From an optimization exercise on the open Yosys and OpenROAD flow, aimed at small area and a short achievable clock period; shortcuts taken in it are not production practice. RTL that was checked went through simulation tests only; none was proved equivalent to the original. Power is estimated from default activity; no workload was simulated.

==> try-tundra <==
==> flow/design.v <==
package pe_array_pkg;
    localparam int NCOL   = 4;
    localparam int BW     = 16;
    localparam int ACC_BW = 24;
    localparam int OUT_BW = 8;
endpackage
import pe_array_pkg::*;
module psum_drain
#(
    parameter int MAX_ROWS = 16,
    parameter int OFIFO_D  = 8,
    parameter int SHIFT    = 2,
    parameter int RELU     = 1
) (
    input  logic                        iCLK,
    input  logic                        iRSTn,
    input  logic                        iStart,
    input  logic [$clog2(MAX_ROWS):0]   iNumRows,
    input  logic [7:0]                  iNumPass,
    input  logic                        iPsumVld,
    input  logic [NCOL*BW-1:0]          iPsum,
    output logic [NCOL*OUT_BW-1:0]      oData,
    output logic                        oValid,
    input  logic                        iReady,
    output logic                        oBusy,
    output logic                        oDone,
    output logic                        oOvf
);
    localparam int RA   = $clog2(MAX_ROWS);
    localparam int LO_W = 12;                  
    localparam int HI_W = ACC_BW - LO_W;       
    localparam int XH_W = BW - LO_W;           
    localparam int NST  = NCOL + 1;            
    localparam int SA   = $clog2(OFIFO_D);
    logic          busy, done_q, fin, first, ovf_q, ov;
    logic [RA-1:0] rm1, row;
    logic [SA-1:0] wslot, rdp;
    logic [7:0]    left;
    logic [RA:0]   held, avail;
    logic          start, done_c, pop, load;
    logic [RA-1:0] rm1_in;
    logic [7:0]    left_in;
    always_comb begin
        if (iNumRows == '0)                        rm1_in = '0;
        else if (iNumRows >= (RA+1)'(MAX_ROWS))     rm1_in = RA'(MAX_ROWS - 1);
        else                                       rm1_in = RA'(iNumRows - 1'b1);
        left_in = (iNumPass == 8'd0) ? 8'd0 : iNumPass - 8'd1;
    end
    assign start  = iStart && !busy && !done_q;
    assign done_c = busy && fin && (held == '0);
    logic          take0, fst0, lst0, acc0, wrap0;
    logic [RA-1:0] rm1_e;
    assign take0 = iPsumVld && !fin && (busy || start);
    assign fst0  = first;
    assign lst0  = start ? (left_in == 8'd0) : (left == 8'd0);
    assign rm1_e = start ? rm1_in : rm1;
    assign wrap0 = (row == rm1_e);
    assign acc0  = (held < (RA+1)'(OFIFO_D));
    logic [NST-1:0]          s_wen, s_fst, s_lst;
    logic [NST-1:0][RA-1:0]  s_ra, s_wa;
    logic [NST-1:1]          r_wen, r_fst, r_lst;
    logic [NST-1:1][RA-1:0]  r_ra, r_wa;
    always_comb begin
        s_wen[0] = take0 && (!lst0 || acc0);
        s_fst[0] = fst0;
        s_lst[0] = lst0;
        s_ra[0]  = row;
        s_wa[0]  = lst0 ? RA'(wslot) : row;
        for (int k = 1; k < NST; k++) begin
            s_wen[k] = r_wen[k];
            s_fst[k] = r_fst[k];
            s_lst[k] = r_lst[k];
            s_ra[k]  = r_ra[k];
            s_wa[k]  = r_wa[k];
        end
    end
    always_ff @(posedge iCLK or negedge iRSTn) begin
        if (!iRSTn) r_wen <= '0;
        else        r_wen <= s_wen[NST-2:0];
    end
    always_ff @(posedge iCLK) begin
        r_fst <= s_fst[NST-2:0];
        r_lst <= s_lst[NST-2:0];
        r_ra  <= s_ra[NST-2:0];
        r_wa  <= s_wa[NST-2:0];
    end
    logic [RA-1:0] row_nx;
    logic          first_nx;
    always_comb begin
        row_nx   = row;
        first_nx = first;
        if (take0) begin
            row_nx = wrap0 ? '0 : row + 1'b1;
            if (wrap0 && !lst0) first_nx = 1'b0;
        end
        if (done_c) first_nx = 1'b1;
    end
    always_ff @(posedge iCLK or negedge iRSTn) begin
        if (!iRSTn) begin
            busy   <= 1'b0;
            done_q <= 1'b0;
            ovf_q  <= 1'b0;
            fin    <= 1'b0;
            row    <= '0;
            wslot  <= '0;
            first  <= 1'b1;
        end else begin
            done_q <= done_c;
            row    <= row_nx;
            first  <= first_nx;
            if (done_c) begin
                busy  <= 1'b0;
                fin   <= 1'b0;
                wslot <= '0;
            end
            if (start) begin
                busy  <= 1'b1;
                ovf_q <= 1'b0;
            end
            if (take0 && lst0 && acc0) wslot <= wslot + 1'b1;
            if (take0 && lst0 && !acc0) ovf_q <= 1'b1;
            if (take0 && lst0 && wrap0) fin <= 1'b1;
        end
    end
    always_ff @(posedge iCLK) begin
        if (start) begin
            rm1   <= rm1_in;
            left  <= left_in;
        end
        if (take0 && wrap0 && !lst0) left <= (start ? left_in : left) - 8'd1;
    end
    logic [LO_W-1:0] bank_lo [NCOL][MAX_ROWS];
    logic [HI_W-1:0] bank_hi [NCOL][MAX_ROWS];
    logic [NCOL-1:0][MAX_ROWS-1:0] psel;      
    logic [MAX_ROWS-1:0]           nsel;      
    for (genvar i = 0; i < MAX_ROWS; i++) begin : g_row
        for (genvar k = 0; k < NCOL; k++) begin : g_sel
            assign psel[k][i] = (s_ra[k] == RA'(i));
        end
        assign nsel[i] = (row_nx == RA'(i));
    end
    for (genvar c = 0; c < NCOL; c++) begin : g_col
        logic [LO_W-1:0] p_lo, r_lo, n_lo;
        logic [LO_W:0]   s_lo;
        logic            cy_q, nz_q;
        logic [XH_W-1:0] xh_q;
        logic            f_lo, b_lo;
        always_comb begin
            r_lo = '0;
            for (int i = 0; i < MAX_ROWS; i++)
                if ((c == 0) ? nsel[i] : psel[(c == 0) ? 0 : c-1][i]) r_lo = r_lo | bank_lo[c][i];
        end
        if (c == 0) begin : g_f0
            assign f_lo = first_nx;
            assign b_lo = s_wen[0] && (s_wa[0] == row_nx);
        end else begin : g_fc
            assign f_lo = s_fst[c-1];
            assign b_lo = s_wen[c] && (s_wa[c] == s_ra[c-1]);
        end
        assign n_lo = f_lo ? '0 : (b_lo ? s_lo[LO_W-1:0] : r_lo);
        always_ff @(posedge iCLK) p_lo <= n_lo;
        ks_add #(.W(LO_W)) u_add_lo (
            .a  (iPsum[c*BW +: LO_W]),
            .b  (p_lo),
            .ci (1'b0),
            .s  (s_lo[LO_W-1:0]),
            .co (s_lo[LO_W])
        );
        always_ff @(posedge iCLK) begin
            if (s_wen[c]) bank_lo[c][s_wa[c]] <= s_lo[LO_W-1:0];
            cy_q <= s_lo[LO_W];
            nz_q <= |s_lo[LO_W-1:9];
            xh_q <= iPsum[c*BW+LO_W +: XH_W];
        end
        logic [HI_W-1:0] p_hi, r_hi, n_hi, b_hi, s_hi, wd_hi;
        logic            hz, co_hi, b_hb;
        always_comb begin
            r_hi = '0;
            for (int i = 0; i < MAX_ROWS; i++)
                if (psel[c][i]) r_hi = r_hi | bank_hi[c][i];
        end
        assign b_hb = s_wen[c+1] && (s_wa[c+1] == s_ra[c]);
        assign n_hi = s_fst[c] ? '0 : (b_hb ? wd_hi : r_hi);
        always_ff @(posedge iCLK) p_hi <= n_hi;
        assign b_hi = {{(HI_W-XH_W){xh_q[XH_W-1]}}, xh_q};
        ks_add #(.W(HI_W)) u_add_hi (
            .a  (p_hi),
            .b  (b_hi),
            .ci (cy_q),
            .s  (s_hi),
            .co (co_hi)
        );
        always_comb begin
            hz = ((p_hi[0] ^ b_hi[0]) == cy_q);
            for (int i = 1; i < HI_W-1; i++)
                hz = hz && ((p_hi[i] ^ b_hi[i]) == (p_hi[i-1] | b_hi[i-1]));
        end
        always_comb begin
            wd_hi = s_hi;
            if (s_lst[c+1]) wd_hi[0] = nz_q || !hz;
        end
        always_ff @(posedge iCLK) begin
            if (s_wen[c+1]) bank_hi[c][s_wa[c+1]] <= wd_hi;
        end
    end
    logic [NCOL*OUT_BW-1:0] oq, rq;
    always_comb begin
        for (int c = 0; c < NCOL; c++) begin
            logic [LO_W-1:0] el;
            logic [HI_W-1:0] eh;
            el = bank_lo[c][RA'(rdp)];
            eh = bank_hi[c][RA'(rdp)];
            if (eh[HI_W-1])                  rq[c*OUT_BW +: OUT_BW] = 8'd0;
            else if (eh[0] || (&el[8:1]))    rq[c*OUT_BW +: OUT_BW] = 8'd127;
            else                             rq[c*OUT_BW +: OUT_BW] = {1'b0, el[8:2] + {6'd0, el[1]}};
        end
    end
    assign pop  = ov && iReady;
    assign load = (avail != '0) && (!ov || iReady);
    always_ff @(posedge iCLK or negedge iRSTn) begin
        if (!iRSTn) begin
            oq    <= '0;
            ov    <= 1'b0;
            held  <= '0;
            avail <= '0;
        end else begin
            if (load) begin
                oq <= rq;
                ov <= 1'b1;
            end else if (pop) begin
                oq <= '0;
                ov <= 1'b0;
            end
            held  <= held + (RA+1)'(take0 && lst0 && acc0) - (RA+1)'(pop);
            avail <= avail + (RA+1)'(s_wen[NST-1] && s_lst[NST-1]) - (RA+1)'(load);
        end
    end
    always_ff @(posedge iCLK) begin
        if (start)     rdp <= '0;
        else if (load) rdp <= rdp + 1'b1;
    end
    assign oData  = oq;
    assign oValid = ov;
    assign oBusy  = busy;
    assign oDone  = done_q;
    assign oOvf   = ovf_q;
endmodule
module ks_add #(
    parameter int W = 12
) (
    input  logic [W-1:0] a,
    input  logic [W-1:0] b,
    input  logic         ci,
    output logic [W-1:0] s,
    output logic         co
);
    localparam int L = $clog2(W + 1);
    logic [W:0] g [L+1];
    logic [W:0] p [L+1];
    assign g[0] = {a & b, ci};
    assign p[0] = {a ^ b, 1'b0};
    for (genvar l = 0; l < L; l++) begin : g_lvl
        for (genvar i = 0; i <= W; i++) begin : g_bit
            if (i >= (1 << l)) begin : g_op
                assign g[l+1][i] = g[l][i] | (p[l][i] & g[l][i - (1 << l)]);
                assign p[l+1][i] = p[l][i] & p[l][i - (1 << l)];
            end else begin : g_pass
                assign g[l+1][i] = g[l][i];
                assign p[l+1][i] = p[l][i];
            end
        end
    end
    assign s  = p[0][W:1] ^ g[L][W-1:0];
    assign co = g[L][W];
endmodule
module psum_drain_top (
    input  logic        iCLK,
    input  logic        iRSTn,
    input  logic        iStart,
    input  logic [4:0]  iNumRows,
    input  logic [7:0]  iNumPass,
    input  logic        iPsumVld,
    input  logic [63:0] iPsum,
    output logic [31:0] oData,
    output logic        oValid,
    input  logic        iReady,
    output logic        oBusy,
    output logic        oDone,
    output logic        oOvf
);
    psum_drain #(
        .MAX_ROWS (16),
        .OFIFO_D  (8),
        .SHIFT    (2),
        .RELU     (1)
    ) u_drain (
        .iCLK     (iCLK),
        .iRSTn    (iRSTn),
        .iStart   (iStart),
        .iNumRows (iNumRows),
        .iNumPass (iNumPass),
        .iPsumVld (iPsumVld),
        .iPsum    (iPsum),
        .oData    (oData),
        .oValid   (oValid),
        .iReady   (iReady),
        .oBusy    (oBusy),
        .oDone    (oDone),
        .oOvf     (oOvf)
    );
endmodule
==> flow/run.sh <==
#!/bin/bash
# synth_recipe.tcl (not shown) runs the flow's synth.tcl, then flattens the netlist and writes it again
# the make line also repeats each setting of config.mk as NAME=value (left out here)
make -C /OpenROAD-flow-scripts/flow DESIGN_CONFIG=/design/flow/config.mk WORK_HOME=/design/flow/orfs CLKGATE_MAP_FILE= SYNTH_SCRIPT=/design/flow/synth_recipe.tcl finish
==> flow/config.mk <==
export PLATFORM = sky130hd
export DESIGN_NAME = psum_drain_top
export DESIGN_NICKNAME = psum_drain_top
export VERILOG_FILES = /design/flow/design.v
export SDC_FILE = /design/flow/constraint.sdc
export NUM_CORES = 4
export LEC_CHECK = 0
export CAP_MARGIN = 20
export CORE_MARGIN = 2
export CORE_UTILIZATION = 40
export SETUP_SLACK_MARGIN = 4.3
export SLEW_MARGIN = 20
==> flow/constraint.sdc <==
create_clock -name core_clock -period 7.5 [get_ports {iCLK}]
set_input_delay 1.5000 -clock core_clock [delete_from_list [all_inputs] [get_ports {iCLK}]]
set_output_delay 1.5000 -clock core_clock [all_outputs]
set_load 0.01 [all_outputs]
==> try-onyx: changes against try-tundra <==
==> flow/design.v, changed modules only <==
module psum_drain
#(
    parameter int MAX_ROWS = 16,
    parameter int OFIFO_D  = 8,
    parameter int SHIFT    = 2,
    parameter int RELU     = 1
) (
    input  logic                        iCLK,
    input  logic                        iRSTn,
    input  logic                        iStart,
    input  logic [$clog2(MAX_ROWS):0]   iNumRows,
    input  logic [7:0]                  iNumPass,
    input  logic                        iPsumVld,
    input  logic [NCOL*BW-1:0]          iPsum,
    output logic [NCOL*OUT_BW-1:0]      oData,
    output logic                        oValid,
    input  logic                        iReady,
    output logic                        oBusy,
    output logic                        oDone,
    output logic                        oOvf
);
    localparam int RA   = $clog2(MAX_ROWS);
    localparam int LO_W = 12;                  
    localparam int HI_W = ACC_BW - LO_W;       
    localparam int XH_W = BW - LO_W;           
    localparam int NST  = NCOL + 1;            
    localparam int SA   = $clog2(OFIFO_D);
    logic          busy, done_q, fin, first, ovf_q, ov;
    logic          lst_q;                      
    logic          r1_q;                       
    logic [RA-1:0] rm1, row;
    logic [SA-1:0] wslot, rdp;
    logic [7:0]    left;                       
    logic [RA:0]   held, avail;
    logic          start, done_c, pop, load;
    logic [RA-1:0] rm1_in;
    logic          r1_in, p1_in, p2_in;
    always_comb begin
        if (iNumRows == '0)                        rm1_in = '0;
        else if (iNumRows >= (RA+1)'(MAX_ROWS))     rm1_in = RA'(MAX_ROWS - 1);
        else                                       rm1_in = RA'(iNumRows - 1'b1);
        r1_in = (iNumRows[RA:1] == '0);
        p1_in = (iNumPass[7:1] == '0);                         
        p2_in = (iNumPass[7:2] == '0) && !(&iNumPass[1:0]);    
    end
    assign start  = iStart && !busy && !done_q;
    assign done_c = busy && fin && (held == '0);
    logic take0, lst0, acc0, wrap0, r1_e, adv;
    assign take0 = iPsumVld && !fin && (busy || start);
    assign lst0  = start ? p1_in : lst_q;
    assign r1_e  = start ? r1_in : r1_q;
    assign wrap0 = start ? r1_in : (row == rm1);
    assign acc0  = (held < (RA+1)'(OFIFO_D));
    assign adv   = take0 && wrap0 && !lst0;           
    logic [NST-1:0]          s_wen, s_fst, s_lst;
    logic [NST-1:0][RA-1:0]  s_ra, s_wa;
    logic [NST-1:1]          r_wen, r_fst, r_lst;
    logic [NST-1:1][RA-1:0]  r_ra, r_wa;
    always_comb begin
        s_wen[0] = take0 && (!lst_q || acc0);
        s_fst[0] = first;
        s_lst[0] = lst0;
        s_ra[0]  = row;
        s_wa[0]  = lst_q ? RA'(wslot) : row;
        for (int k = 1; k < NST; k++) begin
            s_wen[k] = r_wen[k];
            s_fst[k] = r_fst[k];
            s_lst[k] = r_lst[k];
            s_ra[k]  = r_ra[k];
            s_wa[k]  = r_wa[k];
        end
    end
    always_ff @(posedge iCLK or negedge iRSTn) begin
        if (!iRSTn) r_wen <= '0;
        else        r_wen <= s_wen[NST-2:0];
    end
    always_ff @(posedge iCLK) begin
        r_fst <= s_fst[NST-2:0];
        r_lst <= s_lst[NST-2:0];
        r_ra  <= s_ra[NST-2:0];
        r_wa  <= s_wa[NST-2:0];
    end
    logic [RA-1:0] row_nx;
    logic          first_nx;
    always_comb begin
        row_nx   = row;
        first_nx = first;
        if (take0) row_nx = wrap0 ? '0 : row + 1'b1;
        if (adv)    first_nx = 1'b0;
        if (done_c) first_nx = 1'b1;
    end
    always_ff @(posedge iCLK or negedge iRSTn) begin
        if (!iRSTn) begin
            busy   <= 1'b0;
            done_q <= 1'b0;
            ovf_q  <= 1'b0;
            fin    <= 1'b0;
            row    <= '0;
            wslot  <= '0;
            first  <= 1'b1;
        end else begin
            done_q <= done_c;
            row    <= row_nx;
            first  <= first_nx;
            if (done_c) begin
                busy  <= 1'b0;
                fin   <= 1'b0;
                wslot <= '0;
            end
            if (start) begin
                busy  <= 1'b1;
                ovf_q <= 1'b0;
            end
            if (take0 && lst0 && acc0)  wslot <= wslot + 1'b1;
            if (take0 && lst0 && !acc0) ovf_q <= 1'b1;
            if (take0 && lst0 && wrap0) fin <= 1'b1;
        end
    end
    always_ff @(posedge iCLK) begin
        if (start) begin
            rm1   <= rm1_in;
            r1_q  <= r1_in;
            left  <= adv ? iNumPass - 8'd2 : iNumPass - 8'd1;
            lst_q <= adv ? p2_in : p1_in;
        end else if (adv) begin
            left  <= left - 8'd1;
            lst_q <= (left == 8'd1);
        end
    end
    logic [LO_W-1:0] bank_lo [NCOL][MAX_ROWS];
    logic [HI_W-1:0] bank_hi [NCOL][MAX_ROWS];
    logic [NCOL-1:0][MAX_ROWS-1:0] psel;      
    logic [MAX_ROWS-1:0]           nsel;      
    for (genvar i = 0; i < MAX_ROWS; i++) begin : g_row
        for (genvar k = 0; k < NCOL; k++) begin : g_sel
            assign psel[k][i] = (s_ra[k] == RA'(i));
        end
        assign nsel[i] = (row_nx == RA'(i));
    end
    logic [NCOL-1:0][MAX_ROWS-1:0] lsel;      
    logic [NCOL-1:0]               lfst, lfwd;
    always_comb begin
        lsel[0] = nsel;
        lfst[0] = first_nx;
        lfwd[0] = take0 && r1_e;
        for (int c = 1; c < NCOL; c++) begin
            lsel[c] = psel[c-1];
            lfst[c] = s_fst[c-1];
            lfwd[c] = s_wen[c] && r1_q;
        end
    end
    for (genvar c = 0; c < NCOL; c++) begin : g_col
        logic [LO_W-1:0] p_lo, r_lo;
        logic [LO_W:0]   s_lo;
        logic            cy_q, nz_q;
        logic [XH_W-1:0] xh_q;
        always_comb begin
            r_lo = '0;
            for (int i = 0; i < MAX_ROWS; i++)
                if (lsel[c][i]) r_lo = r_lo | bank_lo[c][i];
        end
        always_ff @(posedge iCLK)
            p_lo <= lfst[c] ? LO_W'(2) : (lfwd[c] ? s_lo[LO_W-1:0] : r_lo);
        ks_add #(.W(LO_W)) u_add_lo (
            .a  (iPsum[c*BW +: LO_W]),
            .b  (p_lo),
            .ci (1'b0),
            .s  (s_lo[LO_W-1:0]),
            .co (s_lo[LO_W])
        );
        always_ff @(posedge iCLK) begin
            if (s_wen[c]) bank_lo[c][s_wa[c]] <= s_lo[LO_W-1:0];
            cy_q <= s_lo[LO_W];
            nz_q <= |s_lo[LO_W-1:9];
            xh_q <= iPsum[c*BW+LO_W +: XH_W];
        end
        logic [HI_W-1:0] p_hi, r_hi, b_hi, s_hi, wd_hi;
        logic            hz, co_hi;
        always_comb begin
            r_hi = '0;
            for (int i = 0; i < MAX_ROWS; i++)
                if (psel[c][i]) r_hi = r_hi | bank_hi[c][i];
        end
        always_ff @(posedge iCLK)
            p_hi <= s_fst[c] ? '0 : ((s_wen[c+1] && r1_q) ? wd_hi : r_hi);
        assign b_hi = {{(HI_W-XH_W){xh_q[XH_W-1]}}, xh_q};
        ks_add #(.W(HI_W)) u_add_hi (
            .a  (p_hi),
            .b  (b_hi),
            .ci (cy_q),
            .s  (s_hi),
            .co (co_hi)
        );
        always_comb begin
            hz = ((p_hi[0] ^ b_hi[0]) == cy_q);
            for (int i = 1; i < HI_W-1; i++)
                hz = hz && ((p_hi[i] ^ b_hi[i]) == (p_hi[i-1] | b_hi[i-1]));
        end
        always_comb begin
            wd_hi = s_hi;
            if (s_lst[c+1]) wd_hi[0] = nz_q || !hz;
        end
        always_ff @(posedge iCLK) begin
            if (s_wen[c+1]) bank_hi[c][s_wa[c+1]] <= wd_hi;
        end
    end
    logic [NCOL*OUT_BW-1:0] oq, rq;
    always_comb begin
        for (int c = 0; c < NCOL; c++) begin
            logic [LO_W-1:0] el;
            logic [HI_W-1:0] eh;
            el = bank_lo[c][RA'(rdp)];
            eh = bank_hi[c][RA'(rdp)];
            if (eh[HI_W-1])   rq[c*OUT_BW +: OUT_BW] = 8'd0;
            else if (eh[0])   rq[c*OUT_BW +: OUT_BW] = 8'd127;
            else              rq[c*OUT_BW +: OUT_BW] = {1'b0, el[8:2]};
        end
    end
    assign pop  = ov && iReady;
    assign load = (avail != '0) && (!ov || iReady);
    always_ff @(posedge iCLK or negedge iRSTn) begin
        if (!iRSTn) begin
            oq    <= '0;
            ov    <= 1'b0;
            held  <= '0;
            avail <= '0;
        end else begin
            if (load) begin
                oq <= rq;
                ov <= 1'b1;
            end else if (pop) begin
                oq <= '0;
                ov <= 1'b0;
            end
            held  <= held + (RA+1)'(take0 && lst0 && acc0) - (RA+1)'(pop);
            avail <= avail + (RA+1)'(s_wen[NST-1] && s_lst[NST-1]) - (RA+1)'(load);
        end
    end
    always_ff @(posedge iCLK) begin
        if (start)     rdp <= '0;
        else if (load) rdp <= rdp + 1'b1;
    end
    assign oData  = oq;
    assign oValid = ov;
    assign oBusy  = busy;
    assign oDone  = done_q;
    assign oOvf   = ovf_q;
endmodule
--- a/flow/config.mk
+++ b/flow/config.mk
@@ -9,4 +9,6 @@
 export CORE_MARGIN = 2
 export CORE_UTILIZATION = 40
-export SETUP_SLACK_MARGIN = 4.3
+export CTS_BUF_LIST = sky130_fd_sc_hd__clkbuf_4 sky130_fd_sc_hd__clkbuf_8
+export SETUP_SLACK_MARGIN = 4.5
 export SLEW_MARGIN = 20
+export TNS_END_PERCENT = 10
==> try-violet: changes against try-tundra <==
--- a/flow/config.mk
+++ b/flow/config.mk
@@ -11,2 +11,3 @@
 export SETUP_SLACK_MARGIN = 4.3
 export SLEW_MARGIN = 20
+export TNS_END_PERCENT = 10
==> qor summary <==
metric	try-violet	try-tundra	try-onyx
Final WL	214 mm	211 mm	216 mm
Share of cell area taken by multi-input logic gates	0.253	0.254	0.237
Worst EP arrival	4.36 ns	4.46 ns	1.80 ns
Reg power frac	0.408	0.405	0.419
Total met3 wirelength after detailed routing	15.6 mm	16.5 mm	18.7 mm
Non-clock buffer share	0.0415	0.0472	0.0382
Die X	427 um	427 um	424 um
DP Cell Count	7129	7107	6897
Total buffers and inverters traversed by the critical path	3	2	1
Worst hold slack after final layout	0.407 ns	0.416 ns	0.391 ns
Start of the worst register-to-register path	u_drain.row[1]	u_drain.busy	u_drain.row[1]
Final clock-cell share	0.0711	0.0690	0.0715
Data required, critical path	8.19 ns	8.18 ns	6.00 ns
Number of stages on the worst setup path	14	12	1
DR pass1 iterations	8	6	8
Layout Cells excl Fill	7603	7632	7527
Number of synthesized flops with an enable pin	1536	1536	1549
Result of the run	timing/DRC/antenna clean	timing/DRC/antenna clean	timing/DRC/antenna clean
Power consumed by combinational cells	12700 uW	13000 uW	11300 uW
Post-CTS setup buffer count	56	104	54
Area delta synth->final	19.8%	20.8%	18.8%
Max Freq	0.272 GHz	0.264 GHz	0.303 GHz
Synth Area in Adders	0.0314	0.0314	0.0310
Final period util	0.490	0.505	0.440
Global placer's final weighted congestion	0.896	0.877	0.904
Placeable core region	0.178 sq mm	0.178 sq mm	0.176 sq mm
Count of routing violations after the opening detailed-route iteration	5138	5608	5913
Only the layout flow was run in try-tundra and try-violet; the RTL was not checked for function there.

-- re-timing with driven ports --
Ports are ideal in the flow. The routed layouts listed here were re-timed in OpenROAD.
Step 1 assumes that a clkbuf_16 drives the clock port and a buf_2 every other input.
Step 2 also shifts input and output timing later by t, the mid clock arrival at the registers, as if the neighbouring blocks saw the same clock.
a / b / c = no drivers / after step 1 / after step 2; a / b = the first two.
run	t (ns)	setup slack, ns	worst data-port slew with drivers (ns)
try-tundra	0.876	3.716 / 3.751 / 2.875	0.07
try-onyx	1.068	4.198 / 4.128 / 3.178	0.09
try-violet	0.893	3.826 / 3.872 / 2.980	0.06
After both steps every run listed still meets setup and hold. The setup slack of try-onyx, which loses most, moves by -0.070 ns with the drivers and by -1.020 ns with both steps.
